From an optimization exercise on the open Yosys and OpenROAD flow, aimed at small area, a short achievable clock period and few clock cycles per item; shortcuts taken in it are not production practice.
Only simulation tests tie the RTL to the original design; equivalence was not proved.

==> flow/design.v, too long to show whole: its modules and the start of the top module <==
// module mul_pipe: 3993 lines
// module mp_fa: 10 lines
// module mp_ha: 9 lines
// module mp_ao22: 9 lines
// module mp_and2: 7 lines
// module mp_xnor2: 7 lines
// module mp_xor2: 7 lines
module mul_pipe #(
  parameter int WIDTH  = 32,
  parameter int STAGES = 3,
  parameter int TAG_W  = 5
) (
  input  logic             clk,
  input  logic             resetn,
  input  logic             in_valid,
  output logic             in_ready,
  input  logic [WIDTH-1:0] a,
  input  logic [WIDTH-1:0] b,
  input  logic [1:0]       mul_type,
  input  logic [TAG_W-1:0] in_tag,
  input  logic             flush,
  output logic             out_valid,
  input  logic             out_ready,
  output logic [WIDTH-1:0] out_res,
  output logic [TAG_W-1:0] out_tag,
  output logic             busy
);
  // ...
==> flow/run.sh <==
#!/bin/bash
# synth_recipe.tcl (not shown) runs the flow's synth.tcl, then flattens the netlist and writes it again
# the make line also repeats each setting of config.mk as NAME=value (left out here)
make -C /OpenROAD-flow-scripts/flow DESIGN_CONFIG=/design/flow/config.mk WORK_HOME=/design/flow/orfs CLKGATE_MAP_FILE= SYNTH_SCRIPT=/design/flow/synth_recipe.tcl finish
==> flow/config.mk <==
export PLATFORM = sky130hd
export DESIGN_NAME = mul_pipe
export DESIGN_NICKNAME = mul_pipe
export VERILOG_FILES = /design/flow/design.v
export SDC_FILE = /design/flow/constraint.sdc
export NUM_CORES = 4
export LEC_CHECK = 0
export ABC_CLOCK_PERIOD_IN_PS = 4000
export CAP_MARGIN = 20
export CORE_MARGIN = 2
export CORE_UTILIZATION = 40
export SETUP_SLACK_MARGIN = 5
export SLEW_MARGIN = 20
export SYNTH_HIERARCHICAL = 1
==> flow/constraint.sdc <==
create_clock -name core_clock -period 12.0 [get_ports {clk}]
set_input_delay 2.4000 -clock core_clock [delete_from_list [all_inputs] [get_ports {clk}]]
set_output_delay 2.4000 -clock core_clock [all_outputs]
set_load 0.01 [all_outputs]
==> impl_metrics.yaml, run 1 <==
worst_hold_path:
  hold_class: "register to register"
  hold_start: "valid"
yosys:
  ys_seq_elements: 134
  synth_simple_gate_area_share_pct: 4.603
  synth_cells: 2529
  ys_async_sr_fraction_pct: 0.7463
  synth_flop_cell: "edfxtp_1"
  synth_area_leader_cell: "fa_1"
cts:
  cts_resized: 10
  cts_buffers: 17
  holdBufCountCts: 0
worst_setup_path:
  critPathMaxStageDelay_ns: 0.64
  cp_num_cells: 12
finish:
  seq_share_pct: 12.18
  regArea_sq_um: 4019
  reg_top3: "r0_q: 64 flops, r1_q: 63 flops, tag_q: 5 flops"
  fill_cells: 6685
  dominant_cells: "multi-input combinational cells"
global_routing:
  met1_usage_pct: 38.74
  top_usage_layer: "met2"
sta:
  setup_viol: 0
  rsz0062_at_grt: "yes"
  layout_setup_ws_ns: 5.048
  whs_ns: 0.7372
place:
  routabilityCongestion: 0.9241
drt:
  route.met3.wl_microns: 12300
  drt_wl_total_microns: 115400
flow_run:
  cap_violations: 0
outcome:
  status: "timing/DRC/antenna clean"
Testbench counts, summed over its fixed seeds: cycles 4,808, items 4,800.
==> inputs of run 2 (changes only) <==
--- a/flow/design.v
+++ b/flow/design.v
@@ -25,16 +25,17 @@
   logic lo_q;
   logic [TAG_W-1:0] tag_q;
   logic [16:0] neg;
   logic [16:0] one;
   logic [16:0] two;
   logic [63:0] sum;
   logic [63:0] t0, r0_q;
   logic [63:0] t1, r1_q;
+  logic [63:0] t2, r2_q;
   logic pp0_0;
   logic ps0_0;
   logic pp0_1;
   logic ps0_1;
   logic pp0_2;
   logic ps0_2;
   logic pp0_3;
   logic ps0_3;
@@ -2107,140 +2108,16 @@
   logic s923;
   logic c924;
   logic s925;
   logic c926;
   logic s927;
   logic c928;
   logic s929;
   logic c930;
-  logic s931;
-  logic c932;
-  logic s933;
-  logic c934;
-  logic s935;
-  logic c936;
-  logic s937;
-  logic c938;
-  logic s939;
-  logic c940;
-  logic s941;
-  logic c942;
-  logic s943;
-  logic c944;
-  logic s945;
-  logic c946;
-  logic s947;
-  logic c948;
-  logic s949;
-  logic c950;
-  logic s951;
-  logic c952;
-  logic s953;
-  logic c954;
-  logic s955;
-  logic c956;
-  logic s957;
-  logic c958;
-  logic s959;
-  logic c960;
-  logic s961;
-  logic c962;
-  logic s963;
-  logic c964;
-  logic s965;
-  logic c966;
-  logic s967;
-  logic c968;
-  logic s969;
-  logic c970;
-  logic s971;
-  logic c972;
-  logic s973;
-  logic c974;
-  logic s975;
-  logic c976;
-  logic s977;
-  logic c978;
-  logic s979;
-  logic c980;
-  logic s981;
-  logic c982;
-  logic s983;
-  logic c984;
-  logic s985;
-  logic c986;
-  logic s987;
-  logic c988;
-  logic s989;
-  logic c990;
-  logic s991;
-  logic c992;
-  logic s993;
-  logic c994;
-  logic s995;
-  logic c996;
-  logic s997;
-  logic c998;
-  logic s999;
-  logic c1000;
-  logic s1001;
-  logic c1002;
-  logic s1003;
-  logic c1004;
-  logic s1005;
-  logic c1006;
-  logic s1007;
-  logic c1008;
-  logic s1009;
-  logic c1010;
-  logic s1011;
-  logic c1012;
-  logic s1013;
-  logic c1014;
-  logic s1015;
-  logic c1016;
-  logic s1017;
-  logic c1018;
-  logic s1019;
-  logic c1020;
-  logic s1021;
-  logic c1022;
-  logic s1023;
-  logic c1024;
-  logic s1025;
-  logic c1026;
-  logic s1027;
-  logic c1028;
-  logic s1029;
-  logic c1030;
-  logic s1031;
-  logic c1032;
-  logic s1033;
-  logic c1034;
-  logic s1035;
-  logic c1036;
-  logic s1037;
-  logic c1038;
-  logic s1039;
-  logic c1040;
-  logic s1041;
-  logic c1042;
-  logic s1043;
-  logic c1044;
-  logic s1045;
-  logic c1046;
-  logic s1047;
-  logic c1048;
-  logic s1049;
-  logic c1050;
-  logic s1051;
-  logic c1052;
-  logic s1053;
-  logic c1054;
   assign sx = a[31] & (mul_type != 2'b11);
   assign sy = b[31] & !mul_type[1];
   assign neg[0] = b[1];
   assign one[0] = b[0] ^ 1'b0;
   assign two[0] = (b[1] & ~b[0] & ~1'b0) | (~b[1] & b[0] & 1'b0);
   mp_and2 u_ps0_0 (.x(a[0]), .y(one[0]), .p(ps0_0));
   mp_xor2 u_pp0_0 (.x(ps0_0), .y(neg[0]), .p(pp0_0));
   mp_ao22 u_ps0_1 (.x1(a[1]), .x0(a[0]), .one(one[0]), .two(two[0]), .p(ps0_1));
@@ -3901,98 +3778,38 @@
   mp_fa u_s915 (.x(s793), .y(c790), .z(c792), .s(s915), .c(c916));
   mp_fa u_s917 (.x(c794), .y(s797), .z(c796), .s(s917), .c(c918));
   mp_fa u_s919 (.x(c798), .y(s801), .z(c800), .s(s919), .c(c920));
   mp_fa u_s921 (.x(c802), .y(s805), .z(s807), .s(s921), .c(c922));
   mp_fa u_s923 (.x(pp16_27), .y(c806), .z(c808), .s(s923), .c(c924));
   mp_fa u_s925 (.x(pp15_30), .y(pp16_28), .z(c810), .s(s925), .c(c926));
   mp_fa u_s927 (.x(pp14_33), .y(pp15_31), .z(pp16_29), .s(s927), .c(c928));
   mp_ha u_s929 (.x(1'b1), .y(pp15_32), .s(s929), .c(c930));
-  mp_ha u_s931 (.x(neg[1]), .y(pp0_2), .s(s931), .c(c932));
-  mp_ha u_s933 (.x(pp0_3), .y(pp1_1), .s(s933), .c(c934));
-  mp_fa u_s935 (.x(pp1_2), .y(pp2_0), .z(s813), .s(s935), .c(c936));
-  mp_fa u_s937 (.x(pp2_1), .y(c814), .z(s815), .s(s937), .c(c938));
-  mp_fa u_s939 (.x(c816), .y(s817), .z(s601), .s(s939), .c(c940));
-  mp_fa u_s941 (.x(c818), .y(s603), .z(s819), .s(s941), .c(c942));
-  mp_fa u_s943 (.x(s607), .y(c820), .z(s821), .s(s943), .c(c944));
-  mp_fa u_s945 (.x(s611), .y(c822), .z(s823), .s(s945), .c(c946));
-  mp_fa u_s947 (.x(c824), .y(s825), .z(s615), .s(s947), .c(c948));
-  mp_fa u_s949 (.x(c826), .y(s619), .z(s827), .s(s949), .c(c950));
-  mp_fa u_s951 (.x(s623), .y(c828), .z(s829), .s(s951), .c(c952));
-  mp_fa u_s953 (.x(s627), .y(c830), .z(s831), .s(s953), .c(c954));
-  mp_fa u_s955 (.x(s631), .y(c832), .z(s833), .s(s955), .c(c956));
-  mp_fa u_s957 (.x(s635), .y(c834), .z(s835), .s(s957), .c(c958));
-  mp_fa u_s959 (.x(c836), .y(s837), .z(s639), .s(s959), .c(c960));
-  mp_fa u_s961 (.x(c838), .y(s643), .z(s839), .s(s961), .c(c962));
-  mp_fa u_s963 (.x(s647), .y(c840), .z(s841), .s(s963), .c(c964));
-  mp_fa u_s965 (.x(s651), .y(c842), .z(s843), .s(s965), .c(c966));
-  mp_fa u_s967 (.x(s655), .y(c844), .z(s845), .s(s967), .c(c968));
-  mp_fa u_s969 (.x(s659), .y(c846), .z(s847), .s(s969), .c(c970));
-  mp_fa u_s971 (.x(s663), .y(c848), .z(s849), .s(s971), .c(c972));
-  mp_fa u_s973 (.x(s667), .y(c850), .z(s851), .s(s973), .c(c974));
-  mp_fa u_s975 (.x(s671), .y(c852), .z(s853), .s(s975), .c(c976));
-  mp_fa u_s977 (.x(c854), .y(s855), .z(s675), .s(s977), .c(c978));
-  mp_fa u_s979 (.x(c856), .y(s679), .z(s857), .s(s979), .c(c980));
-  mp_fa u_s981 (.x(s683), .y(c858), .z(s859), .s(s981), .c(c982));
-  mp_fa u_s983 (.x(s687), .y(c860), .z(s861), .s(s983), .c(c984));
-  mp_fa u_s985 (.x(s691), .y(c862), .z(s863), .s(s985), .c(c986));
-  mp_fa u_s987 (.x(s695), .y(c864), .z(s865), .s(s987), .c(c988));
-  mp_fa u_s989 (.x(s699), .y(c866), .z(s867), .s(s989), .c(c990));
-  mp_fa u_s991 (.x(s703), .y(c868), .z(s869), .s(s991), .c(c992));
-  mp_fa u_s993 (.x(s707), .y(c870), .z(s871), .s(s993), .c(c994));
-  mp_fa u_s995 (.x(s711), .y(c872), .z(s873), .s(s995), .c(c996));
-  mp_fa u_s997 (.x(s715), .y(c874), .z(s875), .s(s997), .c(c998));
-  mp_fa u_s999 (.x(s719), .y(c876), .z(s877), .s(s999), .c(c1000));
-  mp_fa u_s1001 (.x(s723), .y(c878), .z(s879), .s(s1001), .c(c1002));
-  mp_fa u_s1003 (.x(s727), .y(c880), .z(s881), .s(s1003), .c(c1004));
-  mp_fa u_s1005 (.x(s731), .y(c882), .z(s883), .s(s1005), .c(c1006));
-  mp_fa u_s1007 (.x(s735), .y(c884), .z(s885), .s(s1007), .c(c1008));
-  mp_fa u_s1009 (.x(s739), .y(c886), .z(s887), .s(s1009), .c(c1010));
-  mp_fa u_s1011 (.x(s743), .y(c888), .z(s889), .s(s1011), .c(c1012));
-  mp_fa u_s1013 (.x(s747), .y(c890), .z(s891), .s(s1013), .c(c1014));
-  mp_fa u_s1015 (.x(s751), .y(c892), .z(s893), .s(s1015), .c(c1016));
-  mp_fa u_s1017 (.x(s895), .y(c752), .z(c894), .s(s1017), .c(c1018));
-  mp_fa u_s1019 (.x(s759), .y(c896), .z(s897), .s(s1019), .c(c1020));
-  mp_fa u_s1021 (.x(s763), .y(c898), .z(s899), .s(s1021), .c(c1022));
-  mp_fa u_s1023 (.x(s767), .y(c900), .z(s901), .s(s1023), .c(c1024));
-  mp_fa u_s1025 (.x(s771), .y(c902), .z(s903), .s(s1025), .c(c1026));
-  mp_fa u_s1027 (.x(s775), .y(c904), .z(s905), .s(s1027), .c(c1028));
-  mp_fa u_s1029 (.x(s779), .y(c906), .z(s907), .s(s1029), .c(c1030));
-  mp_fa u_s1031 (.x(s783), .y(c908), .z(s909), .s(s1031), .c(c1032));
-  mp_fa u_s1033 (.x(s911), .y(c784), .z(c910), .s(s1033), .c(c1034));
-  mp_fa u_s1035 (.x(s791), .y(c912), .z(s913), .s(s1035), .c(c1036));
-  mp_fa u_s1037 (.x(s795), .y(c914), .z(s915), .s(s1037), .c(c1038));
-  mp_fa u_s1039 (.x(s799), .y(c916), .z(s917), .s(s1039), .c(c1040));
-  mp_fa u_s1041 (.x(s803), .y(c918), .z(s919), .s(s1041), .c(c1042));
-  mp_fa u_s1043 (.x(s921), .y(c804), .z(c920), .s(s1043), .c(c1044));
-  mp_fa u_s1045 (.x(s809), .y(c922), .z(s923), .s(s1045), .c(c1046));
-  mp_fa u_s1047 (.x(s811), .y(c924), .z(s925), .s(s1047), .c(c1048));
-  mp_fa u_s1049 (.x(s927), .y(c812), .z(c926), .s(s1049), .c(c1050));
-  mp_fa u_s1051 (.x(pp16_30), .y(c928), .z(s929), .s(s1051), .c(c1052));
-  mp_fa u_s1053 (.x(pp15_33), .y(pp16_31), .z(c930), .s(s1053), .c(c1054));
-  assign t0 = {c1052, c1050, c1048, c1046, c1044, c1042, c1040, c1038, c1036, c1034, c1032, c1030, c1028, c1026, c1024, c1022, c1020, c1018, c1016, c1014, c1012, c1010, c1008, c1006, c1004, c1002, c1000, c998, c996, c994, c992, c990, c988, c986, c984, c982, c980, c978, c976, c974, c972, c970, c968, c966, c964, c962, c960, c958, c956, c954, c952, c950, c948, c946, c944, c942, c940, c938, c936, c934, c932, s931, pp0_1, neg[0]};
-  assign t1 = {s1053, s1051, s1049, s1047, s1045, s1043, s1041, s1039, s1037, s1035, s1033, s1031, s1029, s1027, s1025, s1023, s1021, s1019, s1017, s1015, s1013, s1011, s1009, s1007, s1005, s1003, s1001, s999, s997, s995, s993, s991, s989, s987, s985, s983, s981, s979, s977, s975, s973, s971, s969, s967, s965, s963, s961, s959, s957, s955, s953, s951, s949, s947, s945, s943, s941, s939, s937, s935, s933, pp1_0, 1'b0, pp0_0};
+  assign t0 = {c930, c928, c926, c924, c922, c920, c918, c916, c914, c912, c910, c908, c906, c904, c902, c900, c898, c896, c894, c892, c890, c888, c886, c884, c882, c880, c878, c876, c874, c872, c870, c868, c866, c864, c862, c860, c858, c856, c854, c852, c850, c848, c846, c844, c842, c840, c838, c836, c834, c832, c830, c828, c826, c824, c822, c820, c818, c816, c814, s813, pp0_3, neg[1], pp0_1, neg[0]};
+  assign t1 = {pp15_33, s929, s927, s925, s923, s921, s919, s917, s915, s913, s911, s909, s907, s905, s903, s901, s899, s897, s895, s893, s891, s889, s887, s885, s883, s881, s879, s877, s875, s873, s871, s869, s867, s865, s863, s861, s859, s857, s855, s853, s851, s849, s847, s845, s843, s841, s839, s837, s835, s833, s831, s829, s827, s825, s823, s821, s819, s817, s815, pp1_2, pp1_1, pp0_2, 1'b0, pp0_0};
+  assign t2 = {pp16_31, pp16_30, c812, s811, s809, c804, s803, s799, s795, s791, c784, s783, s779, s775, s771, s767, s763, s759, c752, s751, s747, s743, s739, s735, s731, s727, s723, s719, s715, s711, s707, s703, s699, s695, s691, s687, s683, s679, s675, s671, s667, s663, s659, s655, s651, s647, s643, s639, s635, s631, s627, s623, s619, s615, s611, s607, s603, s601, pp2_1, pp2_0, 1'b0, pp1_0, 1'b0, 1'b0};
   assign en        = out_ready || !valid;
   assign in_ready  = en && !flush;
   assign out_valid = valid;
   assign busy      = valid;
   always_ff @(posedge clk or negedge resetn) begin
     if (!resetn)    valid <= 1'b0;
     else if (flush) valid <= 1'b0;
     else if (en)    valid <= in_valid;
   end
   always_ff @(posedge clk) begin
     if (en) begin
       r0_q <= t0;
       r1_q <= t1;
+      r2_q <= t2;
       lo_q  <= (mul_type == 2'b00);
       tag_q <= in_tag;
     end
   end
-  assign sum     = r0_q + r1_q;
+  assign sum     = r0_q + r1_q + r2_q;
   assign out_res = lo_q ? sum[31:0] : sum[63:32];
   assign out_tag = tag_q;
 endmodule
 module mp_fa (
   input  logic x,
   input  logic y,
   input  logic z,
   output logic s,
==> flow/config.mk (replaced) <==
export PLATFORM = sky130hd
export DESIGN_NAME = mul_pipe
export DESIGN_NICKNAME = mul_pipe
export VERILOG_FILES = /design/flow/design.v
export SDC_FILE = /design/flow/constraint.sdc
export NUM_CORES = 4
export LEC_CHECK = 0
export CAP_MARGIN = 20
export CORE_MARGIN = 2
export CORE_UTILIZATION = 40
export SLEW_MARGIN = 20
export SYNTH_HIERARCHICAL = 1
==> run 2 against run 1 <==
Still clean; maximum frequency shrank 5.8%; register-to-register slack is essentially flat; sequential share of layout area is 4.7 points higher; cell count is 3.5% higher; synthesized area rose by 6.4%; cell area grew 5.2%; hold slack improved by 0.044 ns; first-iteration DRC count rose by 22%.
==> impl_metrics.yaml, run 2 <==
sta:
  post-route-period-util_pct: 61.50
  max_freq_mhz: 135.5
  skew_ns: 0.01672
  setup_viol: 0
  slew_headroom_pct: 29.80
  worstMarginPinSlew_ns: 1.053
  tns_ns: 0
  drv_slew: 0
  rsz0062_at_grt: "no"
  timing.final.hold_violations: 0
  period_minus_slack_ns: 7.380
worst_setup_path:
  end_kind: "output port"
  cp-start-kind: "register"
  reg2reg_setup_slack_ns: 9.53
  worst_ep_required_time_ns: 9.60
  cp.arrival_ns: 4.98
  timing.rr.start: "valid"
  crit_fanout: 9
  r2r_cells: 3
  regToRegEndpoint: "r2_q[47]"
  path_class: "register to output port"
drt:
  wire_per_inst_microns: 31.08
  drcViolationCount: 0
  vias: 24998
  drt_wl_total_microns: 120000
  first_pass_iters: 6
  drt_iter0_markers: 3267
  vias_per_cell: 6.478
  antenna_left: 0
finish:
  nNetsFinal: 3481
  antenna_cells: 0
  top_register: "r0_q"
  instances_no_fill: 3859
  reg_top3: "r0_q: 64 flops, r1_q: 63 flops, r2_q: 61 flops"
  final_util_pct: 45.53
  drive_gt1_share_pct: 7.034
  syn2layout_area_growth_pct: 12.43
  layout_common_cells: "583 x xor2_1, 559 x a22o_1, 481 x fa_1, 194 x edfxtp_1, 108 x ha_1"
  final_common_cell: "xor2_1"
  fin_area_sq_um: 34690
  largest_reg_flops: 64
yosys:
  yosysMostFrequentCell: "xor2_1"
  syn_area_sq_um: 30860
  synth_commonest_cells: "598 x xor2_1, 559 x a22o_1, 481 x fa_1, 194 x edfxtp_1, 108 x ha_1"
  syn_area_per_cell_sq_um: 11.92
  ys_seq_area_share_pct: 18.96
  synth_edf_count: 194
  synth.area.top_cells: "fa_1 31%, edfxtp_1 19%, xor2_1 17%"
  synth_flop_cell: "edfxtp_1"
  synthDistinctLibCells: 81
  synth_top_area_share_pct: 31.21
  synth_area_leader_cell: "fa_1"
  yosysWarnings: 7
  ys_async_sr_fraction_pct: 0.5128
  synth_cells: 2588
  ys_seq_elements: 195
place:
  routabilityCongestion: 0.9457
  dp_cells: 3827
  placed_cell_area_sq_um: 34080
  hpwl_microns: 76960
  port_buffers: 115
cts:
  cts_max_level: 4
  cts_buffers: 17
  clk_path_buf_depth: 2
  cts.sinks: 195
  post_cts_buffers: 0
  cts_root_buf: "clkbuf_16"
  clkSlewWorstSetupHoldPaths_ns: 0.08
  holdBufCountCts: 0
  clk-insertion-delay-late_ns: 0.51
  tritoncts: "done"
  cts_resized: 0
die:
  core-area_sq_um: 76200
  initial_core_util_pct: 40.49
  rows: 101
  pin_count: 116
  die-area_sq_um: 79380
  die_y_microns: 281.7
  fp.dieW_microns: 281.7
global_routing:
  grt_max_degree: 135
  grt_remaining_overflow: 0
  grt_first_pass_wirelength_microns: 175800
  grt_usage_pct: 30.50
  antenna_found_initial: 2
  grt_pass1_vias: 26444
worst_hold_path:
  min_to: "valid"
  hold_class: "register to register"
  hold_start: "valid"
  min_path_cells: 3
outcome:
  status: "timing/DRC/antenna clean"
flow_run:
  cap_violations: 0
==> run 2: cell count changes after synthesis, sizes merged, moves of 9 or more <==
cell	change
a21o	-19
edfxtp	+61
nor2	-9
nand2	+13
a21oi	-12
xor2	+10
==> run 2: how the worst max path moves through the flow <==
stage	slack, ns	start	to	depth (start not counted)
floorplan	3.77	a[31]	r1_q[39]	8
global placement	4.77	a[31]	r1_q[35]	11
CTS	4.56	r0_q[26]	out_res[26]	12
global route	4.18	r0_q[26]	out_res[26]	12
finish	4.62	r0_q[26]	out_res[26]	12
detailed placement	4.73	a[31]	r1_q[35]	11
==> run 2: through the flow <==
step           hold WS (ns)  worst slack [ns]
3_5_place_dp         0.7739             4.735
5_1_grt              0.8445             4.179
2_1_floorplan        0.7125             3.766
3_3_place_gp         0.7621             4.769
6_report             0.7812             4.620
4_1_cts              0.7874             4.556
==> run 2: metal layers <==
layer / part of all wire (%) / wire, microns / global-route usage, % / vias up
met5: 0.011 / 13 / 0 / -
met4: 4.4 / 5243 / 13.26 / 2
met3: 12 / 14050 / 8.485 / 362
met2: 44 / 53140 / 46.77 / 1846
met1: 40 / 47510 / 40.45 / 12718
li1: - / - / - / 10070
==> run 2: area by class of cell <==
type                    count  area [sq um]
clock buffers              18         439.2
clock inverters            14         175.2
fillers                  6994         41510
inverters                  22         90.09
multi-input cells        2377         25120
flip-flops and latches    195          5851
well taps                1030          1289
repair buffers            203          1732
==> run 2: cells by family (layout without fill, tap and decap cells) <==
| logic type | after synthesis | in the layout | synth area share [%] |
|---|---|---|---|
| compound gates | 826 | 826 | 21.71 |
| xor+xnor | 644 | 644 | 18.28 |
| fa+ha+maj | 589 | 589 | 35.59 |
| simple gates | 269 | 269 | 4.566 |
| flops | 195 | 195 | 18.96 |
| buf+inv | 61 | 257 | 0.8029 |
| other cells | 2 | 47 | 0.02434 |
| mux | 2 | 2 | 0.06488 |
==> run 2: Yosys stat by module (local to each module, per instance) <==
module	copies in the design	flip-flops and latches
mp_and2	17	0
mp_xor2	560	0
mp_ha	44	0
mp_xnor2	16	0
mp_fa	421	0
mp_ao22	559	0
mul_pipe	1	195
==> run 2: worst max-delay path, stage by stage (launching register included) <==
cell,delay (ns)
edfxtp_1,0.41
fa_1,0.63
ha_1,0.57
nand4_1,0.20
nor4_1,0.55
o21ai_0,0.19
nand3_1,0.15
o2bb2ai_1,0.21
o21ai_1,0.22
o21ai_1,0.28
nor4_1,0.08
a311oi_1,0.36
clkdlybuf4s50_1,0.61
Testbench counts of run 2, summed over its fixed seeds: cycles 4,808, items 4,800.

[re-timing with driven ports]
No port has a modelled driver above. Below, the same layouts with a new extraction and two added sets of constraints. Step 1, drivers: a clkbuf_16 drives clk and a buf_2 each remaining input, both assumed. Step 2, shift: input delay + t, output delay - t, t = (earliest + latest rising clock arrival at the registers) / 2. This alone moves slack from input paths to output paths. Three values: ideal, step 1, step 2; two values: the first two.
run	t, ns	slack for setup (ns)	worst setup path after step 2	latest minus earliest clock arrival (ns)	slew at the worst register clock pin (ns)
run 1	0.512	5.047 / 5.081 / 4.569	input to register	0.010 / 0.010	0.06 / 0.06
run 2	0.565	4.620 / 4.558 / 4.662	input to register	0.020 / 0.019	0.09 / 0.09
After both steps every run listed still meets setup and hold. For run 1, which loses most, drivers alone change the setup slack by +0.034 ns; drivers and shift together by -0.478 ns.
